Context: an optimization exercise on an open-source flow, tuned for a short achievable clock period and few clock cycles per item. The choices shown serve that exercise and are no tape-out recipe.
In this exercise RTL edits were held to simulation tests only and were not proved equivalent to the original.
Power and IR drop assume default switching activity.

## mipsProcessor
module mipsProcessor (
	input  logic             CLK,
	input  logic             reset,
	input  logic             memReady,
	input  mipsPkg::dataT    memRData,
	output logic             memValid,
	output logic             memWrite,
	output mipsPkg::memAddrT memAddr,
	output mipsPkg::dataT    memWData,
	output logic             resultValid,
	output mipsPkg::regAddrT resultReg,
	output mipsPkg::dataT    resultData
);
	localparam int Q = 6;    
	localparam int CW = 3;   
	logic reqFetch;               
	mipsPkg::wordAddrT reqAddr;
	logic busFree;                
	mipsPkg::dataT rData;         
	logic rLoad;                  
	logic discard;                
	assign memAddr = {reqAddr, 2'b00};
	assign busFree = !memValid || memReady;
	logic mValid;
	logic mBusy;
	mipsPkg::wordAddrT mAddr;
	mipsPkg::dataT mData;
	mipsPkg::decodedT q [Q];
	logic [Q:0] qFill;            
	logic [CW-1:0] slots;         
	mipsPkg::wordAddrT fetchPc;   
	mipsPkg::wordAddrT dPc;       
	mipsPkg::decodedT fetchDec;
	logic [31:0] dSelRs;          
	logic [31:0] dSelRt;
	controlUnit u_dec (
		.instr(memRData),
		.dec(fetchDec)
	);
	logic eValid;
	logic eWrites;                
	logic eRetires;               
	logic eLoad;
	logic eStore;
  ...
Size in the first run: roughly 6600 cells after synthesis, about 1700 flip-flops, ~120 I/O pins, roughly 0.084 mm^2 of cells after synthesis.
==> flow/config.mk <==
export PLATFORM = sky130hd
export DESIGN_NAME = mipsProcessor
export DESIGN_NICKNAME = mipsProcessor
export VERILOG_FILES = /design/flow/design.v
export SDC_FILE = /design/flow/constraint.sdc
export NUM_CORES = 4
export LEC_CHECK = 0
export ABC_CLOCK_PERIOD_IN_PS = 3000
export CAP_MARGIN = 20
export CORE_MARGIN = 2
export CORE_UTILIZATION = 40
export SLEW_MARGIN = 20
==> flow/constraint.sdc <==
create_clock -name core_clock -period 10.0 [get_ports {CLK}]
set_input_delay 2.0000 -clock core_clock [delete_from_list [all_inputs] [get_ports {CLK}]]
set_output_delay 2.0000 -clock core_clock [all_outputs]
set_load 0.01 [all_outputs]
standard.sh (not shown) runs the stock make flow with config.mk's settings and CLKGATE_MAP_FILE= SYNTH_SCRIPT=/design/flow/synth_recipe.tcl, a recipe that flattens the netlist after the stock synthesis.
==> flow/flow/run.sh <==
#!/bin/bash
# Layout flow: the standard layout (standard.sh, which runs ORFS from
# synthesis to the final layout unchanged), with repair_timing asked for more
# setup slack than the clock period needs, so the layout is optimised for a
# shorter achieved period. The clock, constraints and synthesis are the standard flow's.
# make's full output goes to standard.log in this folder; ORFS's per-step logs
# are under orfs/logs/.
set -euo pipefail
export SETUP_SLACK_MARGIN=6.8
bash standard.sh > standard.log 2>&1
Testbench counts at the start, summed over its fixed seeds: cycles 12,609, instrs 6,144.
Change:
--- a/flow/design.v
+++ b/flow/design.v
@@ -62,14 +62,12 @@
 	input  logic             reset,
 	input  logic             regWrite,
 	input  mipsPkg::regAddrT wrAddr,
 	input  mipsPkg::dataT    wrData,
 	input  mipsPkg::regAddrT rdAddrA,
 	input  mipsPkg::regAddrT rdAddrB,
-	input  logic [31:0]      rdSelA,   
-	input  logic [31:0]      rdSelB,   
 	output mipsPkg::dataT    rdDataA,
 	output mipsPkg::dataT    rdDataB
 );
 	mipsPkg::dataT regs [1:31];
 	mipsPkg::dataT rfA;
 	mipsPkg::dataT rfB;
@@ -79,20 +77,14 @@
 				regs[i] <= '0;
 			end
 		end else if (regWrite && wrAddr != '0) begin
 			regs[wrAddr] <= wrData;
 		end
 	end
-	always_comb begin
-		rfA = '0;
-		rfB = '0;
-		for (int i = 1; i < 32; i++) begin
-			rfA = rfA | ({32{rdSelA[i]}} & regs[i]);
-			rfB = rfB | ({32{rdSelB[i]}} & regs[i]);
-		end
-	end
+	assign rfA = (rdAddrA == '0) ? '0 : regs[rdAddrA];
+	assign rfB = (rdAddrB == '0) ? '0 : regs[rdAddrB];
 	assign rdDataA = (regWrite && wrAddr == rdAddrA && rdAddrA != '0) ? wrData : rfA;
 	assign rdDataB = (regWrite && wrAddr == rdAddrB && rdAddrB != '0) ? wrData : rfB;
 endmodule
 module prefixAdder #(
 	parameter int W = 32
 ) (
@@ -293,23 +285,20 @@
 	mipsPkg::dataT rData;         
 	logic rLoad;                  
 	logic discard;                
 	assign memAddr = {reqAddr, 2'b00};
 	assign busFree = !memValid || memReady;
 	logic mValid;
-	logic mBusy;
 	mipsPkg::wordAddrT mAddr;
 	mipsPkg::dataT mData;
 	mipsPkg::decodedT q [Q];
 	logic [Q:0] qFill;            
 	logic [CW-1:0] slots;         
 	mipsPkg::wordAddrT fetchPc;   
 	mipsPkg::wordAddrT dPc;       
 	mipsPkg::decodedT fetchDec;
-	logic [31:0] dSelRs;          
-	logic [31:0] dSelRt;
 	controlUnit u_dec (
 		.instr(memRData),
 		.dec(fetchDec)
 	);
 	logic eValid;
 	logic eWrites;                
@@ -354,14 +343,12 @@
 		.reset(reset),
 		.regWrite(wValid),
 		.wrAddr(wReg),
 		.wrData(wData),
 		.rdAddrA(rs),
 		.rdAddrB(rt),
-		.rdSelA(dSelRs),
-		.rdSelB(dSelRt),
 		.rdDataA(rsVal),
 		.rdDataB(rtVal)
 	);
 	always_comb begin
 		if (dq[mipsPkg::DecLui]) begin
 			immVal = {imm, 16'b0};
@@ -401,25 +388,24 @@
 	);
 	assign eByteAddr = eA[8:0] + eImm;
 	assign eAddr = eByteAddr[8:2];
 	assign hitDist = eA[8:0] + eHitBase;
 	assign hitOld = hitDist[8:5] == '0 && {1'b0, hitDist[4:2]} < 4'(slots);
 	assign hitNew = hitDist[8:5] == '0 && {1'b0, hitDist[4:2]} <= 4'(slots);
-	assign mBusy = mValid || (memValid && memWrite);
 	always_comb begin
 		if (!eValid) begin
 			eFree = 1'b1;
 		end else if (eStore) begin
-			eFree = !mBusy;
+			eFree = !mValid;
 		end else if (eLoad) begin
 			eFree = rLoad;   
 		end else begin
 			eFree = 1'b1;
 		end
 	end
-	assign storeToM = eValid && eStore && !mBusy && !flush;
+	assign storeToM = eValid && eStore && !mValid && !flush;
 	assign eRetire = eValid && eRetires && eFree && !flush;
 	assign hazard = eValid && eWrites &&
 		((dq[mipsPkg::DecUsesRs] && rs == eDest) || (dq[mipsPkg::DecUsesRt] && rt == eDest));
 	assign dAdv = dValid && eFree && !hazard && !flush;
 	assign mIssue = mValid && busFree;
 	assign loadIssue = eValid && eLoad && !eIssued && !mValid && !flush && busFree;
@@ -433,24 +419,12 @@
 				q[i] <= fetchDec;
 			end else if (dAdv && i < Q - 1) begin
 				q[i] <= q[(i < Q - 1) ? i + 1 : i];
 			end
 		end
 	end
-	logic [4:0] nextRs;
-	logic [4:0] nextRt;
-	logic headLoad;
-	assign headLoad = push && (dAdv ? qFill[1] : qFill[0]);
-	assign nextRs = headLoad ? fetchDec[mipsPkg::DecRs +: 5] : q[1][mipsPkg::DecRs +: 5];
-	assign nextRt = headLoad ? fetchDec[mipsPkg::DecRt +: 5] : q[1][mipsPkg::DecRt +: 5];
-	always_ff @(posedge CLK) begin
-		if (headLoad || dAdv) begin
-			dSelRs <= (32'b1 << nextRs) & ~32'b1;
-			dSelRt <= (32'b1 << nextRt) & ~32'b1;
-		end
-	end
 	always_ff @(posedge CLK) begin
 		if (reset || flush) begin
 			qFill <= (Q + 1)'(1);
 		end else if (push && !dAdv) begin
 			qFill <= {qFill[Q-1:0], 1'b0};
 		end else if (dAdv && !push) begin
@@ -495,15 +469,15 @@
 			reqFetch <= 1'b1;
 		end else if (busFree) begin
 			memValid <= 1'b0;
 		end
 	end
 	always_ff @(posedge CLK) begin
-		memWData <= mData;
 		if (mIssue) begin
 			reqAddr <= mAddr;
+			memWData <= mData;
 		end else if (loadIssue) begin
 			reqAddr <= eAddr;
 		end else if (fetchIssue) begin
 			reqAddr <= fetchPc;
 		end
 	end
@@ -583,10 +557,12 @@
 	end
 	always_ff @(posedge CLK) begin
 		if (eRetire && eWrites) begin
 			wReg <= eDest;
 			wData <= eLoad ? rData : aluResult;
 		end
-		resultReg <= eDest;
-		resultData <= eLoad ? rData : aluResult;
+		if (eRetire) begin
+			resultReg <= eDest;
+			resultData <= eLoad ? rData : aluResult;
+		end
 	end
 endmodule
Effect: Combinational power increases by well over a third; routed wire length drops by about a fifth; worst hold slack is better by 0.071 ns; sequential power came out lower by a few percent; first-iteration DRC count fell by well over a third; total power came out higher by about a fifth; global-route usage is lower by 9.4 points; synthesized area grows by a few percent; synthesized cell count is lower by a few percent; design area came out higher by a few percent; utilization falls by 0.23 points; critical path depth is unchanged; sequential share of layout area came out lower by 2.0 points.
Testbench counts after the change, summed over its fixed seeds: cycles 12,603, instrs 6,144.

-- separate check: timing with driven ports --
The results above use ideal ports. As a check the final layouts listed here were re-extracted and re-timed, cells and wires unchanged.
Step 1 (the two cells are an assumption about what drives the block):
set clk [get_ports {CLK}]
set_driving_cell -lib_cell sky130_fd_sc_hd__clkbuf_16 $clk
set_driving_cell -lib_cell sky130_fd_sc_hd__buf_2 [delete_from_list [all_inputs] $clk]
Step 2 times the ports against the registers' clock, not the clock port: input delays grow and output delays shrink by t, the midpoint of the rising clock arrivals with the driver on.
Three values: ideal, step 1, step 2; two values: the first two.
run | t, ns | setup WS [ns] | worst setup path at the end | slew at the worst register clock pin (ns)
the first run | 0.968 | 6.613 / 6.524 / 5.748 | input to register | 0.07 / 0.07
the second run | 0.929 | 6.425 / 6.336 / 5.843 | input to register | 0.07 / 0.07
After both steps every run listed still meets setup and hold. The setup slack of the first run, which loses most, moves by -0.089 ns with the drivers and by -0.865 ns with both steps.
